Context: an optimization exercise on an open-source flow, tuned for small area. The choices shown serve that exercise and are no tape-out recipe.
Where RTL was checked, it was by simulation tests only, not by an equivalence proof against the original.
Power and IR drop assume default switching activity.

==> inputs of 06-26 <==
==> flow/design.v <==
module fifo_kband_out_sc #(
    parameter int IN_WIDTH   = 512,
    parameter int RATIO      = 4,
    parameter int DEPTH      = 8,
    parameter int AF_THRESH  = 6,
    parameter int SHOW_AHEAD = 0
) (
    input  logic                                clk,
    input  logic                                reset,
    input  logic [IN_WIDTH-1:0]                 data,
    input  logic                                wrreq,
    input  logic                                rdreq,
    output logic [IN_WIDTH/RATIO-1:0]           q,
    output logic [$clog2(DEPTH+1)-1:0]          wrusedw,
    output logic [$clog2(DEPTH*RATIO+1)-1:0]    rdusedw,
    output logic                                rdempty,
    output logic                                wrfull,
    output logic                                almost_full,
    output logic                                overflow,
    output logic                                underflow
);
    localparam int W   = IN_WIDTH / RATIO;
    localparam int PW  = $clog2(DEPTH);
    localparam int SW  = (RATIO > 1) ? $clog2(RATIO) : 1;
    localparam int WUW = $clog2(DEPTH + 1);
    localparam int RUW = $clog2(DEPTH * RATIO + 1);
    localparam int NS  = DEPTH * RATIO;
    localparam logic [WUW-1:0] DEPTH_W    = WUW'(DEPTH);
    localparam logic [WUW-1:0] AF_W       = WUW'(AF_THRESH);
    localparam logic [RUW-1:0] RATIO_R    = RUW'(RATIO);
    localparam logic [SW-1:0]  LAST_SLICE = SW'(RATIO - 1);
    logic [IN_WIDTH-1:0] mem_q [DEPTH];
    logic [PW-1:0]       wr_ptr_q;
    logic [PW-1:0]       rd_ptr_q;
    logic [SW-1:0]       slice_q;
    logic [WUW-1:0]      wrusedw_q, wrusedw_d;
    logic [RUW-1:0]      rdusedw_q, rdusedw_d;
    logic                rdempty_q, wrfull_q, almost_full_q;
    logic                overflow_q, underflow_q;
    logic                wr_accept, rd_accept, word_done;
    assign wr_accept = wrreq && !wrfull_q;
    assign rd_accept = rdreq && !rdempty_q;
    assign word_done = rd_accept && (slice_q == LAST_SLICE);
    for (genvar i = 0; i < DEPTH; i++) begin : g_mem
        always_ff @(posedge clk) begin
            if (wr_accept && wr_ptr_q == PW'(i)) mem_q[i] <= data;
        end
    end
    always_comb begin
        wrusedw_d = wrusedw_q + WUW'(wr_accept) - WUW'(word_done);
        rdusedw_d = rdusedw_q + (wr_accept ? RATIO_R : '0) - RUW'(rd_accept);
    end
    always_ff @(posedge clk) begin
        if (reset) begin
            wr_ptr_q      <= '0;
            rd_ptr_q      <= '0;
            slice_q       <= '0;
            wrusedw_q     <= '0;
            rdusedw_q     <= '0;
            rdempty_q     <= 1'b1;
            wrfull_q      <= 1'b0;
            almost_full_q <= 1'b0;
            overflow_q    <= 1'b0;
            underflow_q   <= 1'b0;
        end else begin
            if (wr_accept) wr_ptr_q <= wr_ptr_q + PW'(1);
            if (rd_accept) begin
                slice_q <= slice_q + SW'(1);
                if (slice_q == LAST_SLICE) rd_ptr_q <= rd_ptr_q + PW'(1);
            end
            wrusedw_q     <= wrusedw_d;
            rdusedw_q     <= rdusedw_d;
            rdempty_q     <= (rdusedw_d == '0);
            wrfull_q      <= (wrusedw_d == DEPTH_W);
            almost_full_q <= (wrusedw_d >= AF_W);
            overflow_q    <= overflow_q  || (wrreq && wrfull_q);
            underflow_q   <= underflow_q || (rdreq && rdempty_q);
        end
    end
    logic          rd_en, hold;
    logic [NS-1:0] sel;
    logic [W-1:0]  q_q, q_d;
    assign rd_en = rd_accept && !reset;
    assign hold  = !rd_accept && !reset;
    for (genvar k = 0; k < NS; k++) begin : g_sel
        assign sel[k] = rd_en && (rd_ptr_q == PW'(k / RATIO)) && (slice_q == SW'(k % RATIO));
    end
    localparam int NT = NS + 1;
    localparam int NG = (NT + 2) / 3;
    logic [3*NG-1:0] term_sel;
    assign term_sel = (3*NG)'({hold, sel});
    for (genvar b = 0; b < W; b++) begin : g_rd
        logic [3*NG-1:0] din;
        logic [NG-1:0]   grp_n;
        for (genvar k = 0; k < 3*NG; k++) begin : g_din
            if (k < NS) begin : g_m
                assign din[k] = mem_q[k / RATIO][(k % RATIO)*W + b];
            end else if (k == NS) begin : g_h
                assign din[k] = q_q[b];
            end else begin : g_z
                assign din[k] = 1'b0;
            end
        end
        for (genvar g = 0; g < NG; g++) begin : g_grp
            fifo_kband_out_aoi222 u_aoi (
                .s (term_sel[3*g +: 3]),
                .d (din[3*g +: 3]),
                .y_n (grp_n[g])
            );
        end
        assign q_d[b] = ~&grp_n;
    end
    always_ff @(posedge clk) q_q <= q_d;
    assign q           = q_q;
    assign wrusedw     = wrusedw_q;
    assign rdusedw     = rdusedw_q;
    assign rdempty     = rdempty_q;
    assign wrfull      = wrfull_q;
    assign almost_full = almost_full_q;
    assign overflow    = overflow_q;
    assign underflow   = underflow_q;
endmodule
module fifo_kband_out_aoi222 (
    input  logic [2:0] s,
    input  logic [2:0] d,
    output logic       y_n
);
    assign y_n = ~|(s & d);
endmodule
==> flow/flow/run.sh <==
#!/bin/bash
# Own layout flow: the standard ORFS flow (standard synthesis unchanged),
# with two layout-only changes:
#   * port buffers use the smallest buffer cell instead of ORFS's default pick;
#   * clock tree synthesis does not add dummy loads.
# All make/tool output goes to flow_make.log in the work folder; ORFS's own
# per-step logs stay under orfs/logs/.
set -euo pipefail
cts_args="-sink_clustering_enable -repair_clock_nets -dont_use_dummy_load"
cts_args+=" -sink_clustering_size 18 -sink_clustering_max_diameter 60"
cts_args+=" -buf_list {sky130_fd_sc_hd__clkbuf_8}"
bash standard.sh \
    "BUFFER_PORTS_ARGS=-buffer_cell sky130_fd_sc_hd__buf_1" \
    "CTS_ARGS=$cts_args" \
    finish > flow_make.log 2>&1
==> flow/standard.sh <==
#!/bin/bash
# synth_recipe.tcl (not shown) runs the flow's synth.tcl, then flattens the netlist and writes it again
# the make line also repeats each setting of config.mk as NAME=value (left out here)
make -C /OpenROAD-flow-scripts/flow DESIGN_CONFIG=/design/flow/config.mk WORK_HOME=/design/flow/orfs CLKGATE_MAP_FILE= SYNTH_SCRIPT=/design/flow/synth_recipe.tcl "${@:-finish}"
==> flow/config.mk <==
export PLATFORM = sky130hd
export DESIGN_NAME = fifo_kband_out_sc
export DESIGN_NICKNAME = fifo_kband_out_sc
export VERILOG_FILES = /design/flow/design.v
export SDC_FILE = /design/flow/constraint.sdc
export NUM_CORES = 4
export LEC_CHECK = 0
export CAP_MARGIN = 20
export CORE_MARGIN = 2
export CORE_UTILIZATION = 60
export CTS_BUF_LIST = sky130_fd_sc_hd__clkbuf_8
export CTS_CLUSTER_DIAMETER = 60
export CTS_CLUSTER_SIZE = 18
export PLACE_DENSITY = 0.72
export SLEW_MARGIN = 20
export SYNTH_HIERARCHICAL = 1
export SYNTH_MINIMUM_KEEP_SIZE = 0
==> flow/constraint.sdc <==
create_clock -name core_clock -period 6.0 [get_ports {clk}]
set_input_delay 1.2000 -clock core_clock [delete_from_list [all_inputs] [get_ports {clk}]]
set_output_delay 1.2000 -clock core_clock [all_outputs]
set_load 0.01 [all_outputs]
==> inputs of 09-02, as changes to 06-26 <==
--- a/flow/design.v
+++ b/flow/design.v
@@ -84,29 +84,13 @@
     assign hold  = !rd_accept && !reset;
-    for (genvar k = 0; k < NS; k++) begin : g_sel
-        assign sel[k] = rd_en && (rd_ptr_q == PW'(k / RATIO)) && (slice_q == SW'(k % RATIO));
+    logic [NS-1:0] pos_q;
+    always_ff @(posedge clk) begin
+        if (reset) pos_q <= NS'(1);
+        else if (rd_accept) pos_q <= {pos_q[NS-2:0], pos_q[NS-1]};
     end
-    localparam int NT = NS + 1;
-    localparam int NG = (NT + 2) / 3;
-    logic [3*NG-1:0] term_sel;
-    assign term_sel = (3*NG)'({hold, sel});
-    for (genvar b = 0; b < W; b++) begin : g_rd
-        logic [3*NG-1:0] din;
-        logic [NG-1:0]   grp_n;
-        for (genvar k = 0; k < 3*NG; k++) begin : g_din
-            if (k < NS) begin : g_m
-                assign din[k] = mem_q[k / RATIO][(k % RATIO)*W + b];
-            end else if (k == NS) begin : g_h
-                assign din[k] = q_q[b];
-            end else begin : g_z
-                assign din[k] = 1'b0;
-            end
+    assign sel = pos_q & {NS{rd_en}};
+    always_comb begin
+        q_d = hold ? q_q : '0;
+        for (int k = 0; k < NS; k++) begin
+            q_d = q_d | ({W{sel[k]}} & mem_q[k / RATIO][(k % RATIO)*W +: W]);
         end
-        for (genvar g = 0; g < NG; g++) begin : g_grp
-            fifo_kband_out_aoi222 u_aoi (
-                .s (term_sel[3*g +: 3]),
-                .d (din[3*g +: 3]),
-                .y_n (grp_n[g])
-            );
-        end
-        assign q_d[b] = ~&grp_n;
     end
@@ -122,8 +106 @@
 endmodule
-module fifo_kband_out_aoi222 (
-    input  logic [2:0] s,
-    input  logic [2:0] d,
-    output logic       y_n
-);
-    assign y_n = ~|(s & d);
-endmodule
==> flow/run.sh (new file) <==
#!/bin/bash
# synth_recipe.tcl (not shown) runs the flow's synth.tcl, then flattens the netlist and writes it again
# the make line also repeats each setting of config.mk as NAME=value (left out here)
make -C /OpenROAD-flow-scripts/flow DESIGN_CONFIG=/design/flow/config.mk WORK_HOME=/design/flow/orfs CLKGATE_MAP_FILE= SYNTH_SCRIPT=/design/flow/synth_recipe.tcl finish
--- a/flow/config.mk
+++ b/flow/config.mk
@@ -10,8 +10,5 @@
 export CORE_UTILIZATION = 60
-export CTS_BUF_LIST = sky130_fd_sc_hd__clkbuf_8
-export CTS_CLUSTER_DIAMETER = 60
-export CTS_CLUSTER_SIZE = 18
-export PLACE_DENSITY = 0.72
+export CTS_BUF_LIST = sky130_fd_sc_hd__clkbuf_4 sky130_fd_sc_hd__clkbuf_8
+export CTS_CLUSTER_SIZE = 20
+export PLACE_DENSITY = 0.7
 export SLEW_MARGIN = 20
-export SYNTH_HIERARCHICAL = 1
-export SYNTH_MINIMUM_KEEP_SIZE = 0
removed: flow/flow/run.sh
removed: flow/standard.sh
==> inputs of 11-05, as changes to 06-26 <==
--- a/flow/flow/run.sh
+++ b/flow/flow/run.sh
@@ -9,3 +9,3 @@
 cts_args="-sink_clustering_enable -repair_clock_nets -dont_use_dummy_load"
-cts_args+=" -sink_clustering_size 18 -sink_clustering_max_diameter 60"
+cts_args+=" -sink_clustering_size 16 -sink_clustering_max_diameter 60"
 cts_args+=" -buf_list {sky130_fd_sc_hd__clkbuf_8}"
--- a/flow/config.mk
+++ b/flow/config.mk
@@ -12,3 +12,3 @@
 export CTS_CLUSTER_DIAMETER = 60
-export CTS_CLUSTER_SIZE = 18
+export CTS_CLUSTER_SIZE = 16
 export PLACE_DENSITY = 0.72
==> notes.md <==
- 06-26 completed without violations. 09-02 passed the timing, DRC and antenna checks. 11-05 went through all stages and came out clean.
- Clock power, lowest first: 06-26, 11-05, 09-02.
- Against 11-05, the fmax of 09-02 is lower by 15%.
- Between 09-02 and 06-26, the lower combinational power is in 06-26 (gap 68%, measured against 06-26).
- Global-route usage, lowest first: 06-26, 11-05, 09-02.
- Of 06-26 and 11-05, 06-26 has the higher setup slack (gap 0.00091 ns).
- The lowest first-iteration DRC count belongs to 09-02, the highest to 06-26.
- Register-to-register slack, highest first: 06-26, 11-05, 09-02.
- Critical path depth: 09-02 < 11-05 < 06-26.
==> figures <==
	09-02	06-26	11-05
Result of the run	complete, no violations	complete, no violations	complete, no violations
Hold Path Class	flop to flop	primary input to flop	primary input to flop
GR Util All Layers	39.9%	34.1%	34.2%
Minimum setup slack in the final design	2.19 ns	2.76 ns	2.76 ns
Well-tap cell count	3,348	3,185	3,185
Adder-Cell Fraction of Synth Area	0.167%	0.252%	0.252%
Die Ht	506 µm	496 µm	496 µm
Synthesized netlist cell count	7,881	6,462	6,462
Switching pwr	0.0163 W	0.0118 W	0.0119 W
Met1 Resource Use GR	53.1%	47.9%	48.3%
Clock H-tree levels	6	5	5
Total power per unit cell area	378 nW/µm²	331 nW/µm²	334 nW/µm²
Total Power	0.0668 W	0.0522 W	0.0527 W
Total iterations of the first detailed-routing run	8	10	13
Share of the synthesized netlist area taken by xor and xnor gates	0.0521%	0.0604%	0.0604%
Initial Utilization	60.2%	60.3%	60.3%
Die W	506 µm	496 µm	496 µm
Only the layout flow was run in 09-02; the RTL was not checked for function there.

==> static timing again, ports no longer ideal <==
No port has a modelled driver above. Below, the same layouts with a new extraction and two added sets of constraints. Step 1, drivers: a clkbuf_16 drives clk and a buf_2 each remaining input, both assumed. Step 2 also shifts input and output timing later by t, the mid clock arrival at the registers, as if the neighbouring blocks saw the same clock. a / b / c = ideal ports / drivers / drivers and shift; a / b = the first two.
| run | shift t [ns] | setup slack, ns | hold slack, ns | worst register clock-pin slew, ns |
|---|---|---|---|---|
| 06-26 | 1.151 | 2.760 / 2.765 / 1.675 | 0.403 / 0.341 / 0.426 | 0.11 / 0.11 |
| 09-02 | 1.242 | 2.186 / 2.166 / 1.272 | 0.447 / 0.447 / 0.447 | 0.07 / 0.07 |
| 11-05 | 1.177 | 2.759 / 2.745 / 1.715 | 0.312 / 0.248 / 0.402 | 0.11 / 0.11 |
After both steps every run listed still meets setup and hold. The setup slack of 06-26, which loses most, moves by +0.005 ns with the drivers and by -1.085 ns with both steps.
